What follows belongs to an exercise in optimizing a design on an open flow for small area, a short achievable clock period and few clock cycles per item; a production flow would make more cautious choices. Where RTL was checked, it was by simulation tests only, not by an equivalence proof against the original. Power is estimated from default activity; no workload was simulated.

// md5crypt_cmp
module md5crypt_cmp (
	input wire PKT_COMM_CLK,
	input wire rst_n,
	input wire [7:0] din,                    
	output logic rd_en,
	input wire empty,
	output logic [15:0] dout,                
	output logic wr_en,
	input wire full,
	output logic [7:0] pkt_comm_status,
	output logic [7:0] app_status
);
clock: 5.0 ns
lec_check: 0
abc_area: 1
cap_margin: 20
core_margin: 2
core_utilization: 60
setup_slack_margin: 2.7
slew_margin: 20
run.sh (not shown) runs the stock make flow with config.mk's settings and CLKGATE_MAP_FILE= SYNTH_SCRIPT=/design/flow/synth_recipe.tcl, a recipe that flattens the netlist after the stock synthesis.
Then changed:
--- a/flow/config.mk
+++ b/flow/config.mk
@@ -6,8 +6,7 @@
 export NUM_CORES = 4
 export LEC_CHECK = 0
-export ABC_AREA = 1
 export CAP_MARGIN = 20
 export CORE_MARGIN = 2
-export CORE_UTILIZATION = 60
+export CORE_UTILIZATION = 40
 export SETUP_SLACK_MARGIN = 2.7
 export SLEW_MARGIN = 20
Effect: Register-to-register slack degrades by 0.02 ns; hold slack is worse by 0.0044 ns; clock skew came out lower by 0.0097 ns; power is higher by a few percent; setup slack got worse by 0.023 ns.
No run of this note included a check of the RTL's function; only the layout flow was run.

Setup of run 1:
Another version of the RTL of md5crypt_cmp (not shown whole).
Size in the first run: roughly 1700 cells after synthesis, about 46 I/O pins, ~0.022 mm² of cells after synthesis.
// md5crypt_cmp
module md5crypt_cmp (
	input wire PKT_COMM_CLK,
	input wire rst_n,
	input wire [7:0] din,                    
	output logic rd_en,
	input wire empty,
	output logic [15:0] dout,                
	output logic wr_en,
	input wire full,
	output logic [7:0] pkt_comm_status,
	output logic [7:0] app_status
);
make LEC_CHECK=0 CAP_MARGIN=20 CORE_MARGIN=2 CORE_UTILIZATION=50 CTS_CLUSTER_DIAMETER=80 CTS_CLUSTER_SIZE=30 GPL_ROUTABILITY_DRIVEN=0 SETUP_SLACK_MARGIN=2.7 SLEW_MARGIN=20 finish   # period 5.0 ns
Run 1 went all the way through synthesis, placement and routing and the layout is clean on timing, DRC and antenna.
Testbench counts of run 1, summed over its fixed seeds: cycles 37,387, items 8,714.
Inputs modified between run 1 and run 2:
- GPL_ROUTABILITY_DRIVEN removed (was 0)
Run 2: violation count after the first detailed-route iteration 24 above run 1. In run 2 relative to run 1, wire length had gone down slightly. Taking run 1 as the reference, in run 2 fmax now sits at about the same level, area inside the core boundary now sits at about the same level, portion of the layout cell area used by clock cells now sits lower, clock network fraction of total power now sits lower, logic depth of the worst register-to-register path now sits higher. Delta(combinational power, run 2 - run 1) < 0.
Changes in run 3 relative to run 2:
- changing CTS_CLUSTER_SIZE from 30 to 32
- changing CTS_CLUSTER_DIAMETER from 80 to 70
Results
Going from run 2 to run 3, clock-buffer cell count grows by 11%.
Summary: with run 2 as the reference, final non-filler cell area in run 3 moved up by a few percent.
Min final setup slack of the worst path across run 3 and run 2: run 2
Run 2 has a lower global-route wire length before repair than run 3.
Sort run 3 and run 2 by cell count desc -> top: run 3
Going from run 2 to run 3, total area of multi-input combinational cells rose by 39 µm², relative area change from synthesis to final layout rose 2.5 points, maximum frequency from static timing analysis up about 0.9%.
Between run 3 and run 2, the via density per instance does not differ in any meaningful way.
diff inputs: run 3 => run 4
- swapping 70 for 80 in CTS_CLUSTER_DIAMETER
- swapping 50 for 52 in CORE_UTILIZATION
- swapping 32 for 30 in CTS_CLUSTER_SIZE
--- outcome ---
Internal power component: run 4 lower than run 3
Looking only at initial standard-cell utilization of the core, and setting everything else aside, the lower value of run 3 and run 4 goes to run 3.
When run 4 is set beside run 3, its cell area turns out to be 250 µm² smaller.
Run 4 — maximum clock skew at final layout 0.0031 ns lower, run 3 as reference
Comparing run 4 against run 3, there is no change at all in fraction of registers with async set or reset after synthesis.
Compared to run 3, run 4 has layout buffering overhead excluding clock cells 0.35 points higher.
Post-route clock period utilization, run 3 and run 4: smaller value in run 3
| area taken by flip-flops and latches | run 3 vs run 4 | ≈ equal |
Post-place instance area of run 4 is on par with run 3.

== lane 1 ==
md5crypt_cmp, a different RTL version from the one above (not shown whole).
Size in the first run: about 1700 cells after synthesis, roughly 46 I/O pins, roughly 21000 sq um of cells after synthesis.
## md5crypt_cmp
module md5crypt_cmp (
	input wire PKT_COMM_CLK,
	input wire rst_n,
	input wire [7:0] din,                    
	output logic rd_en,
	input wire empty,
	output logic [15:0] dout,                
	output logic wr_en,
	input wire full,
	output logic [7:0] pkt_comm_status,
	output logic [7:0] app_status
);
export LEC_CHECK = 0
export CAP_MARGIN = 20
export CORE_MARGIN = 2
export CORE_UTILIZATION = 40
export CTS_BUF_LIST = sky130_fd_sc_hd__clkbuf_4 sky130_fd_sc_hd__clkbuf_8
export SETUP_SLACK_MARGIN = 2.7
export SLEW_MARGIN = 20
create_clock -name core_clock -period 5.0 [get_ports {PKT_COMM_CLK}]
[inputs] lane 2 vs lane 1
- changing CORE_UTILIZATION from 40 to 55
- removing CTS_BUF_LIST (formerly sky130_fd_sc_hd__clkbuf_4 sky130_fd_sc_hd__clkbuf_8)
On parity-gate share of the synthesized area counting xor and xnor cells, lane 2 and lane 1 are neck and neck. STATUS worst-case register-to-register setup slack: lane 2 loses against lane 1. Lane 2 has met3 layer usage reported by global route above what lane 1 had. Changes observed in lane 2 relative to lane 1: largest net degree at the start of global routing now larger; smallest setup slack after layout now smaller. Between lane 1 and lane 2, the power does not differ in any meaningful way. The standard cells in lane 2 occupy less silicon area than those in lane 1 do. Lane 2 ends up with a pre-CTS worst setup slack that is 0.058 ns lower than in lane 1. When the final numbers for lane 2 and lane 1 were put side by side, the initial antenna violation count turned out to be smaller in lane 2. Diff lane 2 and lane 1: hold slack lower in lane 1.
No run of this note included a check of the RTL's function; only the layout flow was run.

the reference run:
md5crypt_cmp, a different RTL version from the one above (not shown whole).
Size: roughly 680 flip-flops, ~46 I/O pins, about 22000 um^2 of cells after synthesis.
==> flow/design.v (excerpt) <==
module md5crypt_cmp (
	input wire PKT_COMM_CLK,
	input wire rst_n,
	input wire [7:0] din,                    
	output logic rd_en,
	input wire empty,
	output logic [15:0] dout,                
	output logic wr_en,
	input wire full,
	output logic [7:0] pkt_comm_status,
	output logic [7:0] app_status
);
	localparam logic [2:0] H0 = 3'd0;    
	localparam logic [2:0] H1 = 3'd1;    
	localparam logic [2:0] HC = 3'd2;    
	localparam logic [2:0] PY = 3'd3;    
	localparam logic [2:0] PC = 3'd4;    
	logic [1:0] ph;           
	logic [1:0] ln;           
	logic rdy;
	logic [2:0] st;
	logic e_ver, e_type, e_len, e_chk, e_cfg, e_unc;
	logic is_cfg;             
	logic [10:0] lenw;        
	logic lbad;               
	logic mism;               
	logic [31:0] sum;         
	logic cy;                 
	logic [9:0] ci;           
	logic [4:0] count;        
	logic cbad;
	logic wok;                
	logic last;               
	logic cfg_end;            
	logic [4:0] hc;           
	logic [31:0] tbl [16];    
	logic [15:0] mf;          
	logic fin;                
	logic hit;                
	logic done_pend;
	logic [7:0] d1;
	logic t_h0, t_h1, t_cs, t_py;
	logic busy;
	logic [3:0] cnt;          
	logic odone;
	logic [15:0] oid;
	logic [10:0] oval;
	logic [3:0] ohn;
	assign rd_en = rdy;
	wire take = rdy & ~empty;
	wire halt = e_ver | e_type | e_len | e_chk;
	wire l0 = ph == 2'd0;
	wire l1 = ph == 2'd1;
	wire l2 = ph == 2'd2;
	wire l3 = ph == 2'd3;
	wire m0 = ph == 2'd1;
	wire m1 = ph == 2'd2;
  ...
clock: 5.0 ns
lec_check: 0
cap_margin: 20
core_margin: 2
core_utilization: 45
cts_cluster_diameter: 80
cts_cluster_size: 30
setup_slack_margin: 2.55
slew_margin: 20
No stage failed in the reference run, and the final checks on the layout all came back clean.
> inputs changed (the reference run -> the trial run)
- SETUP_SLACK_MARGIN changed from 2.55 to 2.6
- TNS_END_PERCENT newly set to 10
Results
Across the trial run and the reference run, the outcome is the same: a clean finish for every run. The trial run vs the reference run: power down. The trial run against the reference run: met2 track utilization from global routing now sits lower, end-of-flow core utilization neither gained nor lost much, critical path depth higher, shortest clock period the worst path allows after layout shows an increase of 0.082 ns. Across both runs, routed wire length was higher for the trial run than for the reference run.
No functional check of the RTL was part of any run of this note.

## tundra
md5crypt_cmp with an RTL version that a note above also has.
Size in the first run: roughly 1700 cells after synthesis, roughly 690 flip-flops, ~46 I/O pins, about 22000 um2 of cells after synthesis.
clock: 5.0 ns
lec_check: 0
cap_margin: 20
core_margin: 2
core_utilization: 50
cts_cluster_diameter: 80
cts_cluster_size: 30
setup_slack_margin: 2.75
slew_margin: 20
tundra | status: complete | timing, DRC, antenna: pass
Testbench counts of tundra, summed over its fixed seeds: cycles 37,387, items 8,714.
Edits applied to the flow inputs when going from tundra to yarrow:
- a change of SETUP_SLACK_MARGIN from 2.75 to 2.7
- a change of CORE_UTILIZATION from 50 to 48
==> comparison <==
Number of ordinary and repair buffers in the finished layout, yarrow and tundra: smaller value in yarrow. Row synthesis-to-layout area growth: yarrow higher / tundra lower. For tundra, the type of the worst setup path was in2out, unlike yarrow, where it was reg2out. The clock skew of yarrow and that of tundra are within noise of each other. Across both runs, number of cells on the worst reg-to-reg path was higher for yarrow than for tundra. Between yarrow and tundra, the amount of wire on met2 after detailed routing is lower for tundra. Relative to tundra, routed wire length increased by about 0.45% in yarrow. Diff tundra..yarrow | count of sequential standard cells | unchanged. yarrow vs tundra, internal cell power went up by about 1.3%. Area of the placeable core was higher in the run labelled yarrow. When yarrow is measured against tundra, its worst-case hold slack turns out 0.0054 ns higher.
> inputs changed (yarrow -> indigo)
- SETUP_SLACK_MARGIN: 2.7 -> 2.8
- CORE_UTILIZATION: 48 -> 50
[summary]
In the tables for yarrow and indigo, number of clock buffers in the layout reads higher with indigo.
Going from yarrow to indigo, die area shrinks by 3.9%.
Higher final area among yarrow and indigo: indigo
Going from yarrow to indigo, the initial cell density of the core was found to have gone up by 1.6 points.
Relative to yarrow, the global-route usage of indigo is higher by 1.0 points.
There was hardly any difference in total power of the final layout between yarrow and indigo.
Diff indigo..yarrow | flip-flop and latch area | negligible

==> re-timing with driven ports <==
How much do the figures lean on ideal ports? The routed layouts below were timed once more, with nothing changed but the port constraints.
Step 1, drivers: a clkbuf_16 drives PKT_COMM_CLK and a buf_2 each remaining input, both assumed.
Step 2 also shifts input and output timing later by t, the mid clock arrival at the registers, as if the neighbouring blocks saw the same clock.
a / b / c = no drivers / after step 1 / after step 2; a / b = the first two.
run	shift t [ns]	slack for setup (ns)	clock arrival spread, ns	worst slew at a driven data input, ns	cell pins on the clock port's net
the first run of note 1	0.665	2.475 / 2.475 / 2.048	0.036 / 0.036	0.05	1
the second run of note 1	0.658	2.452 / 2.452 / 2.002	0.026 / 0.026	0.06	1
run 1	0.619	2.663 / 2.645 / 2.063	0.032 / 0.031	0.04	1
run 2	0.641	2.669 / 2.638 / 2.061	0.027 / 0.027	0.04	1
run 3	0.613	2.690 / 2.658 / 2.098	0.030 / 0.031	0.04	1
run 4	0.661	2.638 / 2.585 / 2.044	0.024 / 0.025	0.05	1
lane 1	0.734	2.389 / 2.389 / 1.822	0.038 / 0.037	0.05	1
lane 2	0.666	2.330 / 2.330 / 1.716	0.022 / 0.022	0.04	1
the reference run	0.651	2.480 / 2.480 / 1.873	0.030 / 0.029	0.06	1
the trial run	0.651	2.399 / 2.399 / 1.854	0.033 / 0.033	0.04	1
tundra	0.671	2.646 / 2.616 / 2.062	0.032 / 0.032	0.03	1
yarrow	0.666	2.663 / 2.604 / 2.061	0.030 / 0.030	0.04	1
indigo	0.661	2.673 / 2.628 / 2.086	0.028 / 0.028	0.06	1
After both steps setup and hold are still met in every run listed. For lane 2, which loses most, drivers alone change the setup slack by 0.000 ns; drivers and shift together by -0.614 ns.
